From an optimization exercise on the open Yosys and OpenROAD flow, aimed at small area, a short achievable clock period and few clock cycles; shortcuts taken in it are not production practice. In this exercise RTL edits were held to simulation tests only and were not proved equivalent to the original. Power and IR drop assume default switching activity.

## flow/config.mk

```make
export PLATFORM = sky130hd
export DESIGN_NAME = elgamal_signature_verify_unit
export DESIGN_NICKNAME = elgamal_signature_verify_unit
export VERILOG_FILES = /design/flow/design.v
export SDC_FILE = /design/flow/constraint.sdc
export NUM_CORES = 4
export LEC_CHECK = 0
export CAP_MARGIN = 20
export CORE_MARGIN = 2
export CORE_UTILIZATION = 40
export SLEW_MARGIN = 20
```

## flow/constraint.sdc

```tcl
create_clock -name core_clock -period 9.0 [get_ports {clk}]
set_input_delay 1.8000 -clock core_clock [delete_from_list [all_inputs] [get_ports {clk}]]
set_output_delay 1.8000 -clock core_clock [all_outputs]
set_load 0.01 [all_outputs]
```

## flow/design.v

```verilog
package elg_pkg;
	localparam int W = 31;
endpackage
module elgamal_signature_verify_unit (
	input  logic                  clk,
	input  logic                  arst_n,
	input  logic                  cfg_valid,
	output logic                  cfg_ready,
	input  logic [1:0]            cfg_index,
	input  logic [elg_pkg::W-1:0] cfg_data,
	input  logic                  start,
	output logic                  busy,
	input  logic [3*elg_pkg::W-1:0] item,
	output logic                  done,
	output logic [2*elg_pkg::W:0] result
);
	localparam int W    = elg_pkg::W;
	localparam int K    = 2;                      
	localparam int NCYC = (W + 2 + K - 1) / K;    
	localparam int NIT  = NCYC * K;               
	localparam int VW   = W + 1;                  
	localparam int SW   = W + 2;                  
	localparam int XW   = W + 3;                  
	localparam int AXW  = K * (NCYC + 1);         
	localparam int PTOP = W - 1;                  
	localparam int JTOP = PTOP / K;
	localparam int KTOP = PTOP % K;
	localparam int DBL_HI = 2 * NIT - (W - 1);    
	localparam int DBL_LO = 2 * NIT;              
	typedef enum logic [3:0] {
		ST_IDLE, ST_ZERO, ST_R2I, ST_DBL, ST_RUN, ST_PRUN, ST_MEND, ST_SCAN,
		ST_FRED, ST_COPY, ST_CMP, ST_DONE
	} state_t;
	typedef enum logic [2:0] {
		OP_CG, OP_CR, OP_CY, OP_SQ, OP_MUL, OP_FIN, OP_YR
	} op_t;
	localparam logic [1:0] A_ACC = 2'd0, A_G = 2'd1, A_Y = 2'd2, A_R = 2'd3;
	localparam logic [2:0] B_ACC = 3'd0, B_T1 = 3'd1, B_T2 = 3'd2, B_T3 = 3'd3, B_ONE = 3'd4;
	localparam logic [1:0] D_ACC = 2'd0, D_T1 = 2'd1, D_T2 = 2'd2, D_T3 = 2'd3;
	logic [W-1:0]  p_q, g_q, y_q;
	logic [W-1:0]  r_q, s_q, m_q;
	logic [VW-1:0] acc_q, t1_q, t2_q, t3_q;
	logic [SW-1:0] sv_q, cv_q;
	logic [K-1:0]  abits_q;
	logic          ver_q, busy_q, done_q;
	state_t        state_q, state_d;
	op_t           op_q, op_d;
	logic [1:0]    asel_q, asel_d;
	logic [2:0]    bsel_q, bsel_d;
	logic [1:0]    dest_q, dest_d;
	logic [4:0]    jcnt_q, jcnt_d;
	logic [1:0]    kcnt_q, kcnt_d;
	logic [1:0]    ph_q, ph_d;
	logic [6:0]    dcnt_q, dcnt_d;
	logic [4:0]    bcnt_q, bcnt_d;
	logic          one_q, one_d;
	logic          left_q, left_d;
	logic mont;
	assign mont = p_q[0];
	assign cfg_ready = 1'b1;
	assign busy = busy_q;
	assign done = done_q;
	assign result = {ver_q, acc_q[W-1:0], m_q};
	always_ff @(posedge clk or negedge arst_n) begin
		if (!arst_n) begin
			p_q <= W'(23);
			g_q <= W'(5);
			y_q <= W'(1);
		end else if (cfg_valid) begin
			unique case (cfg_index)
				2'd0: p_q <= cfg_data;
				2'd1: g_q <= cfg_data;
				2'd2: y_q <= cfg_data;
				default: ;
			endcase
		end
	end
	logic [VW-1:0] bmux;
	logic [2:0]    bsel_eff;
	always_comb begin
		unique case (bsel_eff)
			B_ACC:   bmux = acc_q;
			B_T1:    bmux = t1_q;
			B_T2:    bmux = t2_q;
			B_T3:    bmux = t3_q;
			default: bmux = VW'(1);
		endcase
	end
	logic [1:0]    asel_eff;
	logic [4:0]    aidx;
	logic [AXW-1:0] asrc;
	logic [K-1:0]  amux;
	always_comb begin
		unique case (asel_eff)
			A_ACC:   asrc = AXW'(acc_q);
			A_G:     asrc = AXW'(g_q);
			A_Y:     asrc = AXW'(y_q);
			default: asrc = AXW'(r_q);
		endcase
		amux = '0;
		for (int j = 0; j <= NCYC; j++)
			if (aidx == 5'(j)) amux = asrc[K*j +: K];
	end
	logic [1:0] ebits;
	logic       enz;
	logic [2:0] tsel;
	always_comb begin
		ebits = left_q ? {r_q[W-1], s_q[W-1]} : {1'b0, m_q[W-1]};
		enz = |ebits;
		if (!left_q) tsel = B_T1;
		else unique case (ebits)
			2'b10:   tsel = B_T2;
			2'b01:   tsel = B_T3;
			default: tsel = B_T1;
		endcase
	end
	logic elast;
	assign elast = (bcnt_q == 5'd1);
	logic [SW-1:0] sv_n, cv_n;
	logic [SW:0]   s_t, c_t, x, y, s1, c1, s2, c2;
	logic          q;
	always_comb begin
		s_t = {1'b0, sv_q};
		c_t = {1'b0, cv_q};
		for (int i = 0; i < K; i++) begin
			x  = abits_q[i] ? (SW+1)'(bmux) : '0;
			s1 = s_t ^ c_t ^ x;
			c1 = ((s_t & c_t) | (s_t & x) | (c_t & x)) << 1;
			q  = s1[0];
			y  = q ? (SW+1)'(p_q) : '0;
			s2 = s1 ^ c1 ^ y;
			c2 = ((s1 & c1) | (s1 & y) | (c1 & y)) << 1;
			s_t = s2 >> 1;
			c_t = c2 >> 1;
		end
		sv_n = s_t[SW-1:0];
		cv_n = c_t[SW-1:0];
	end
	typedef enum logic [2:0] {
		XS_SV, XS_SV2, XS_ACC2, XS_FIN, XS_B, XS_INIT, XS_ZERO
	} xs_t;
	xs_t  xs;
	logic ys_cv, ys_b, ys_sub;
	logic [XW-1:0] ax, ay;
	logic [XW:0]   asum;
	logic [XW-1:0] ares;
	logic          abit;
	always_comb begin
		unique case (xs)
			XS_SV:   ax = XW'(sv_q);
			XS_SV2:  ax = XW'({sv_q, 1'b0});
			XS_ACC2: ax = XW'({acc_q, 1'b0});
			XS_FIN:  ax = one_q ? XW'(1) : XW'(acc_q);
			XS_B:    ax = XW'(bmux);
			XS_INIT: ax = (mont && p_q[W-1]) ? (XW'(1) << (W-1)) : XW'(1);
			default: ax = '0;
		endcase
		ay = '0;
		if (ys_cv) ay = XW'(cv_q);
		if (ys_b && abit) ay = XW'(bmux);
		if (ys_sub) ay = {{(XW-W){1'b1}}, ~p_q};
		asum = {1'b0, ax} + {1'b0, ay} + {{XW{1'b0}}, ys_sub};
		ares = (ys_sub && !asum[XW]) ? ax : asum[XW-1:0];
	end
	assign abit = abits_q[kcnt_q];
	logic          launch, chain;
	op_t           l_op;
	logic [1:0]    l_asel, l_dest;
	logic [2:0]    l_bsel;
	logic acc_we, t1_we, t2_we, t3_we, m_we, sv_we, rs_sh, m_sh, take;
	logic [W-1:0] m_in;
	always_comb begin
		state_d = state_q;
		op_d    = op_q;
		asel_d  = asel_q;
		bsel_d  = bsel_q;
		dest_d  = dest_q;
		jcnt_d  = jcnt_q;
		kcnt_d  = kcnt_q;
		ph_d    = ph_q;
		dcnt_d  = dcnt_q;
		bcnt_d  = bcnt_q;
		one_d   = one_q;
		left_d  = left_q;
		xs = XS_ZERO; ys_cv = 1'b0; ys_b = 1'b0; ys_sub = 1'b0;
		bsel_eff = bsel_q;
		asel_eff = asel_q;
		aidx = jcnt_q + 5'd1;
		launch = 1'b0; chain = 1'b0;
		l_op = OP_SQ; l_asel = A_ACC; l_bsel = B_ACC; l_dest = D_ACC;
		acc_we = 1'b0; t1_we = 1'b0; t2_we = 1'b0; t3_we = 1'b0;
		m_we = 1'b0; m_in = ares[W-1:0];
		sv_we = 1'b0; rs_sh = 1'b0; m_sh = 1'b0; take = 1'b0;
		unique case (state_q)
			ST_IDLE: begin
				if (start) begin
					take = 1'b1;
					state_d = (p_q == '0) ? ST_ZERO : ST_R2I;
				end
			end
			ST_ZERO: begin
				xs = XS_ZERO;
				acc_we = 1'b1;
				m_we = 1'b1;
				state_d = ST_CMP;
			end
			ST_R2I: begin
				xs = XS_INIT;
				acc_we = 1'b1;
				dcnt_d = p_q[W-1] ? 7'(DBL_HI) : 7'(DBL_LO);
				left_d = 1'b0;
				if (mont) state_d = ST_DBL;
				else begin
					launch = 1'b1; l_op = OP_CG; l_asel = A_G; l_bsel = B_ACC; l_dest = D_T1;
				end
			end
			ST_DBL: begin
				xs = XS_ACC2; ys_sub = 1'b1;
				acc_we = 1'b1;
				dcnt_d = dcnt_q - 7'd1;
				if (dcnt_q == 7'd1) begin
					launch = 1'b1; l_op = OP_CG; l_asel = A_G; l_bsel = B_ACC; l_dest = D_T1;
				end
			end
			ST_RUN: begin
				sv_we = 1'b1;
				jcnt_d = jcnt_q + 5'd1;
				if (jcnt_q == 5'(NCYC - 1)) state_d = ST_MEND;
			end
			ST_PRUN: begin
				sv_we = 1'b1;
				ph_d = ph_q + 2'd1;
				unique case (ph_q)
					2'd0: begin xs = XS_SV2; ys_b = 1'b1; end
					2'd1: begin xs = XS_SV; ys_sub = 1'b1; end
					default: begin
						xs = XS_SV; ys_sub = 1'b1;
						ph_d = 2'd0;
						if (kcnt_q == 2'd0) begin
							kcnt_d = 2'(K - 1);
							jcnt_d = jcnt_q - 5'd1;
						end else begin
							kcnt_d = kcnt_q - 2'd1;
						end
						aidx = jcnt_d;
						if (jcnt_q == 5'd0 && kcnt_q == 2'd0) state_d = ST_MEND;
					end
				endcase
			end
			ST_MEND: begin
				xs = XS_SV; ys_cv = 1'b1;
				unique case (dest_q)
					D_ACC: acc_we = 1'b1;
					D_T1:  t1_we = 1'b1;
					D_T2:  t2_we = 1'b1;
					default: t3_we = 1'b1;
				endcase
				unique case (op_q)
					OP_CG: begin
						launch = 1'b1; l_op = OP_CR; l_asel = A_R; l_bsel = B_ACC; l_dest = D_T3;
					end
					OP_CR: begin
						launch = 1'b1; l_op = OP_CY; l_asel = A_Y; l_bsel = B_ACC; l_dest = D_T2;
					end
					OP_CY: begin
						state_d = ST_SCAN; bcnt_d = 5'(W); one_d = 1'b1; left_d = 1'b0;
					end
					OP_YR: begin
						state_d = ST_SCAN; bcnt_d = 5'(W); one_d = 1'b1; left_d = 1'b1;
					end
					OP_FIN: state_d = ST_FRED;
					OP_SQ: begin
						launch = 1'b1; chain = 1'b1;
						if (enz) begin
							l_op = OP_MUL; l_bsel = tsel;
						end else if (elast) begin
							l_op = OP_FIN; l_bsel = B_ONE;
						end else begin
							l_op = OP_SQ; l_bsel = B_ACC;
							rs_sh = left_q; m_sh = !left_q; bcnt_d = bcnt_q - 5'd1;
						end
					end
					default: begin  
						launch = 1'b1; chain = 1'b1;
						if (elast) begin
							l_op = OP_FIN; l_bsel = B_ONE;
						end else begin
							l_op = OP_SQ; l_bsel = B_ACC;
							rs_sh = left_q; m_sh = !left_q; bcnt_d = bcnt_q - 5'd1;
						end
					end
				endcase
			end
			ST_SCAN: begin
				bsel_eff = tsel;
				if (!enz) begin
					if (elast) state_d = ST_FRED;
					else begin
						rs_sh = left_q; m_sh = !left_q; bcnt_d = bcnt_q - 5'd1;
					end
				end else begin
					xs = XS_B;
					acc_we = 1'b1;
					one_d = 1'b0;
					launch = 1'b1; chain = 1'b1;
					if (elast) begin
						l_op = OP_FIN; l_bsel = B_ONE;
					end else begin
						l_op = OP_SQ; l_bsel = B_ACC;
						rs_sh = left_q; m_sh = !left_q; bcnt_d = bcnt_q - 5'd1;
					end
				end
			end
			ST_FRED: begin
				xs = XS_FIN; ys_sub = 1'b1;
				if (!left_q) begin
					m_we = 1'b1;
					if (one_q) m_in = W'(1);
					state_d = ST_COPY;
				end else begin
					acc_we = 1'b1;
					state_d = ST_CMP;
				end
			end
			ST_COPY: begin
				bsel_eff = B_T2;
				xs = XS_B;
				acc_we = 1'b1;
				launch = 1'b1; chain = 1'b1;
				l_op = OP_YR; l_asel = A_ACC; l_bsel = B_T3; l_dest = D_T1;
			end
			ST_CMP: state_d = ST_DONE;
			ST_DONE: state_d = ST_IDLE;
			default: state_d = ST_IDLE;
		endcase
		if (launch) begin
			op_d = l_op; asel_d = l_asel; bsel_d = l_bsel; dest_d = l_dest;
			asel_eff = l_asel;
			ph_d = 2'd0;
			if (mont) begin
				state_d = ST_RUN;
				jcnt_d = 5'd0;
				aidx = 5'd0;
			end else begin
				state_d = ST_PRUN;
				jcnt_d = 5'(JTOP);
				kcnt_d = 2'(KTOP);
				aidx = 5'(JTOP);
			end
		end
	end
	logic [K-1:0] abits_d;
	always_comb begin
		abits_d = amux;
		if (launch && chain && acc_we)
			abits_d = mont ? ares[K-1:0] : ares[K*JTOP +: K];
	end
	always_ff @(posedge clk or negedge arst_n) begin
		if (!arst_n) begin
			state_q <= ST_IDLE;
			busy_q  <= 1'b0;
			done_q  <= 1'b0;
		end else begin
			state_q <= state_d;
			busy_q  <= (state_d != ST_IDLE);
			done_q  <= (state_d == ST_DONE);
		end
	end
	always_ff @(posedge clk) begin
		op_q   <= op_d;
		asel_q <= asel_d;
		bsel_q <= bsel_d;
		dest_q <= dest_d;
		jcnt_q <= jcnt_d;
		kcnt_q <= kcnt_d;
		ph_q   <= ph_d;
		dcnt_q <= dcnt_d;
		bcnt_q <= bcnt_d;
		one_q  <= one_d;
		left_q <= left_d;
		if (state_q == ST_RUN || (state_q == ST_PRUN && ph_q == 2'd2) || launch) abits_q <= abits_d;
	end
	always_ff @(posedge clk) begin
		if (take) begin
			r_q <= item[3*W-1:2*W];
			s_q <= item[2*W-1:W];
		end else if (rs_sh) begin
			r_q <= {r_q[W-2:0], 1'b0};
			s_q <= {s_q[W-2:0], 1'b0};
		end
		if (take) m_q <= item[W-1:0];
		else if (m_we) m_q <= m_in;
		else if (m_sh) m_q <= {m_q[W-2:0], 1'b0};
		if (acc_we) acc_q <= ares[VW-1:0];
		if (t1_we) t1_q <= ares[VW-1:0];
		if (t2_we) t2_q <= ares[VW-1:0];
		if (t3_we) t3_q <= ares[VW-1:0];
		if (launch) begin
			sv_q <= '0;
			cv_q <= '0;
		end else if (state_q == ST_RUN) begin
			sv_q <= sv_n;
			cv_q <= cv_n;
		end else if (sv_we) begin
			sv_q <= ares[SW-1:0];
		end
		if (state_q == ST_CMP) ver_q <= (acc_q[W-1:0] == m_q) && (p_q != '0);
	end
endmodule
```

## flow/run.sh

```bash
#!/bin/bash
# synth_recipe.tcl (not shown) runs the flow's synth.tcl, then flattens the netlist and writes it again
# the make line also repeats each setting of config.mk as NAME=value (left out here)
make -C /OpenROAD-flow-scripts/flow DESIGN_CONFIG=/design/flow/config.mk WORK_HOME=/design/flow/orfs CLKGATE_MAP_FILE= SYNTH_SCRIPT=/design/flow/synth_recipe.tcl finish
```

==> notes.md <==
[cell type report]
class / instances / area (µm²) / area share (%)
multi-input cells: 1931 / 14000 / 44.7
flip-flops and latches: 422 / 11500 / 36.7
repair buffers: 244 / 2330 / 7.44
clock buffers: 64 / 1380 / 4.40
well taps: 873 / 1090 / 3.49
inverters: 176 / 668 / 2.14
clock inverters: 25 / 359 / 1.15
diodes: 1 / 2.50 / 0.00800
[critical path, delay by kind of cell, from the launching register on]
family                     cells  cell delay, ns
AOI/OAI and AO/OA             10            3.15
and+or+nand+nor                7            1.57
DFF                            1            0.81
adders and majority gates      2            0.74
buffers and inverters          4            0.70
[routing by layer]
metal	GRT usage (%)	share of wire, %	vias to the layer above	routed length [µm]
met2	43.9	45	1233	44600
met5	0	0.0070	-	7
met4	15.6	6.2	2	6220
met1	38.0	40	11400	40500
li1	-	-	9899	-
met3	4.68	8.7	272	8660
[path summary, 6_finish.rpt]
kind / from / end
max: state_q[2] / m_q[16]
max in group asynchronous: arst_n / busy_q
min in group asynchronous: arst_n / y_q[21]
min reg2reg: cv_q[32] / cv_q[32]
min: cv_q[32] / cv_q[32]
max reg2reg: state_q[2] / m_q[16]
[synthesized netlist by cell type, types with 13 or more instances]
master / instances
mux2i_1: 13
o211ai_1: 18
and2_1: 70
o21ai_0: 95
buf_1: 19
nand2_1: 537
nor2b_1: 45
ha_1: 47
nand2b_1: 16
a211oi_1: 25
mux2_2: 100
a21o_1: 16
fa_1: 127
inv_1: 172
buf_4: 40
nor4_1: 21
o2bb2ai_1: 22
nor2_1: 89
a21oi_1: 116
a222oi_1: 63
and3_1: 39
xnor2_1: 24
dfxtp_1: 72
buf_2: 29
xor2_1: 47
nand3_1: 55
a31oi_1: 24
edfxtp_1: 251
a22oi_1: 77
o21a_1: 20
nor3_1: 36
clkbuf_1: 104
dfrtp_1: 92
[logic make-up (layout without fill, tap and decap cells)]
| kind of cell | count (synthesis) | in the layout |
|---|---|---|
| AND/OR/NAND/NOR | 983 | 983 |
| adder cells (fa/ha/maj) | 174 | 174 |
| flip-flops | 422 | 422 |
| multiplexers | 114 | 114 |
| AO/OA/AOI/OAI | 588 | 588 |
| buffers and inverters | 376 | 509 |
| XOR/XNOR | 71 | 71 |
| other | 1 | 2 |
[per-stage QoR]
| step | hold WS (ns) | utilization, % | area (µm²) | power (mW) |
|---|---|---|---|---|
| floorplan | 0.450 | - | 27000 | 8.44 |
| global placement | 0.464 | 44.1 | 29500 | 11.2 |
| detailed placement | 0.467 | 44.1 | 29500 | 11.4 |
| CTS | 0.475 | 46.7 | 31300 | 13.6 |
| global route | 0.499 | 46.7 | 31300 | 14.6 |
| finish | 0.479 | 46.7 | 31300 | 13.7 |
[sequential cells by signal (all words and copies together) (netlist names), 4 cells and up]
name,cells
y_q,31
sv_q,33
t3_q,32
acc_q,32
cv_q,33
jcnt_q,5
r_q,31
dcnt_q,7
p_q,31
t1_q,32
s_q,31
m_q,31
bcnt_q,5
state_q,4
g_q,31
t2_q,32
[where the power goes]
part	switching (mW)	internal, mW	leakage [nW]
clock network	0.889	1.28	0.835
logic	4.98	2.71	7.66
registers	0.826	3.02	4.08
total	6.69	7.01	12.6
==> impl_metrics.env <==
export IMPL_cts_root_buf="clkbuf_16"
export IMPL_drt_wirelength_per_cell_um=26.7
export IMPL_grt_pass1_wl_mm=148
export IMPL_timing_critical_path_required_ns=9.31
export IMPL_yosys_area_share_simple_pct=17.2
export IMPL_r2r_setup_slack_ns=1.70
export IMPL_cts_tree="yes"
export IMPL_via_per_inst=6.10
export IMPL_nets=3127
export IMPL_ys_warn_count=1
export IMPL_slew_violations=0
export IMPL_ys_ff_latch=422
export IMPL_synth_edf_count=251
export IMPL_synth_avg_cell_area_um2=9.88
export IMPL_startpoint_type="register"
export IMPL_dp_hpwl_mm=68.5
export IMPL_fillCellCount=6206
export IMPL_cts_setup_buffers=0
export IMPL_io_buffers=194
export IMPL_grt_remaining_overflow=0
export IMPL_stdcell_count=3736
export IMPL_fin_crit_sh_pct=81.2
export IMPL_path_clk_slew_ns=0.07
export IMPL_path_cells="and4b_1 > inv_4 > a21oi_2 > o21a_1 > nor3_4 > buf_4 > a222oi_1 > nand2_1 > a221oi_1 > fa_1 > inv_1 > fa_1 > a21o_1 > nand4_1 > nand3_1 > o211a_1 > o21a_1 > nor2_1 > o211a_1 > nor2_2 > buf_4 > o21ai_0 > o21ai_0"
export IMPL_crit_path_max_incr_delay_ns=0.81
export IMPL_synth_fa_ha_area_share_pct=11.6
export IMPL_drt_iter0_markers=2890
export IMPL_die_h_um=264
export IMPL_clock_latency_ns=0.62
export IMPL_cts_resized=0
export IMPL_antenna_found_initial=1
export IMPL_grt_pass1_vias=22500
export IMPL_die_x_um=264
export IMPL_status="complete, no violations"
export IMPL_io_pins=196
export IMPL_synth_top_family_by_area="simple AND/OR/NAND/NOR gates"
export IMPL_fin_crit_ns=7.30
export IMPL_cts_buffers=48
export IMPL_cellLeakagePower_nw=12.6
export IMPL_syn_instance_count=2729
export IMPL_synth_area_leaders="edfxtp_1 (28%), fa_1 (9.4%), dfrtp_1 (8.5%)"
export IMPL_hold_viol=0
export IMPL_htreeDepth=2
export IMPL_grt_max_degree=88
export IMPL_final_common_cell="nand2_1"
export IMPL_syn_nets=3033
export IMPL_crit_fanout=26
export IMPL_rsz0062_at_grt="no"
export IMPL_drive_gt1_share_pct=10.7
export IMPL_grt_total_usage_pct=28.4
export IMPL_num_vias=22800
export IMPL_finalSetupViolCount=0
export IMPL_yosys_area_top_type="edfxtp_1"
export IMPL_critPathKind="reg2reg"
export IMPL_gp_congestion=0.993
export IMPL_core_area_um2=66900
export IMPL_routed_wl_mm=99.9
export IMPL_clock_skew_ns=0.0260
export IMPL_crit_slowest_cell="dfrtp_1"
export IMPL_drc=0
export IMPL_maxCapViolCount=0
export IMPL_synth_cell_area_um2=27000
export IMPL_r2r_cells=23
export IMPL_final_cell_mix="nand2_1 (537), edfxtp_1 (251), clkdlybuf4s50_1 (193)"
export IMPL_synthArstFlopShare_pct=23.5
export IMPL_yosys_mux_area_fraction_pct=4.72
export IMPL_die_area_um2=69500
export IMPL_p_per_area_nw_per_um2=438
export IMPL_tightest_slew_ns=1.19
export IMPL_synth_distinct_cells=107
export IMPL_synth_xor_area_share_pct=2.31
export IMPL_ys_flop_type="edfxtp_1"
export IMPL_clockBufferDepth=3
export IMPL_finalWorstSetupSlack_ns=1.70
export IMPL_slew_limit_headroom_pct=20.9
export IMPL_fmax_ghz=0.137
export IMPL_postRouteAntennaNets=0
export IMPL_crit_arrival_ns=7.62
export IMPL_cts_hold_buffers=0
export IMPL_pre_cts_ws_ns=1.80
export IMPL_end_kind="register"
export IMPL_dp_cells=3646
export IMPL_synth_top_area_share_pct=28.0
export IMPL_synth_compound_area_share_pct=15.5
export IMPL_syn_to_final_growth_pct=16.0
export IMPL_rows=95
export IMPL_initial_core_util_pct=40.3
export IMPL_hold_class="reg2reg"
export IMPL_cts_sinks=422
export IMPL_holdPathStages=2
export IMPL_finalSetupTns_ns=0
export IMPL_synth_seq_area_share_pct=42.5
export IMPL_ir_drop_mv=0.303
export IMPL_dr_pass1_iters=8
Testbench counts, summed over its fixed seeds: cycles 534,250.

[re-timing with driven ports]
The results above use ideal ports. As a check the final layout listed here was re-extracted and re-timed, cells and wires unchanged.
Step 1, drivers: a clkbuf_16 drives clk and a buf_2 each remaining input, both assumed.
Step 2 moves the port delays by t, midway between the first and last clock arrival at a register: inputs arrive t later, outputs are due t later. That takes back most of the time a late clock gives input paths.
Three values: ideal ports, drivers, drivers and shift; two values: the first two.
t (ns): 0.670
setup WS [ns]: 1.695 / 1.695 / 1.695
hold WS [ns]: 0.479 / 0.479 / 0.479
pins driven straight from the clock port: 1
After both steps this run still meets setup and hold. For this run, drivers alone change the setup slack by 0.000 ns; drivers and shift together by 0.000 ns.
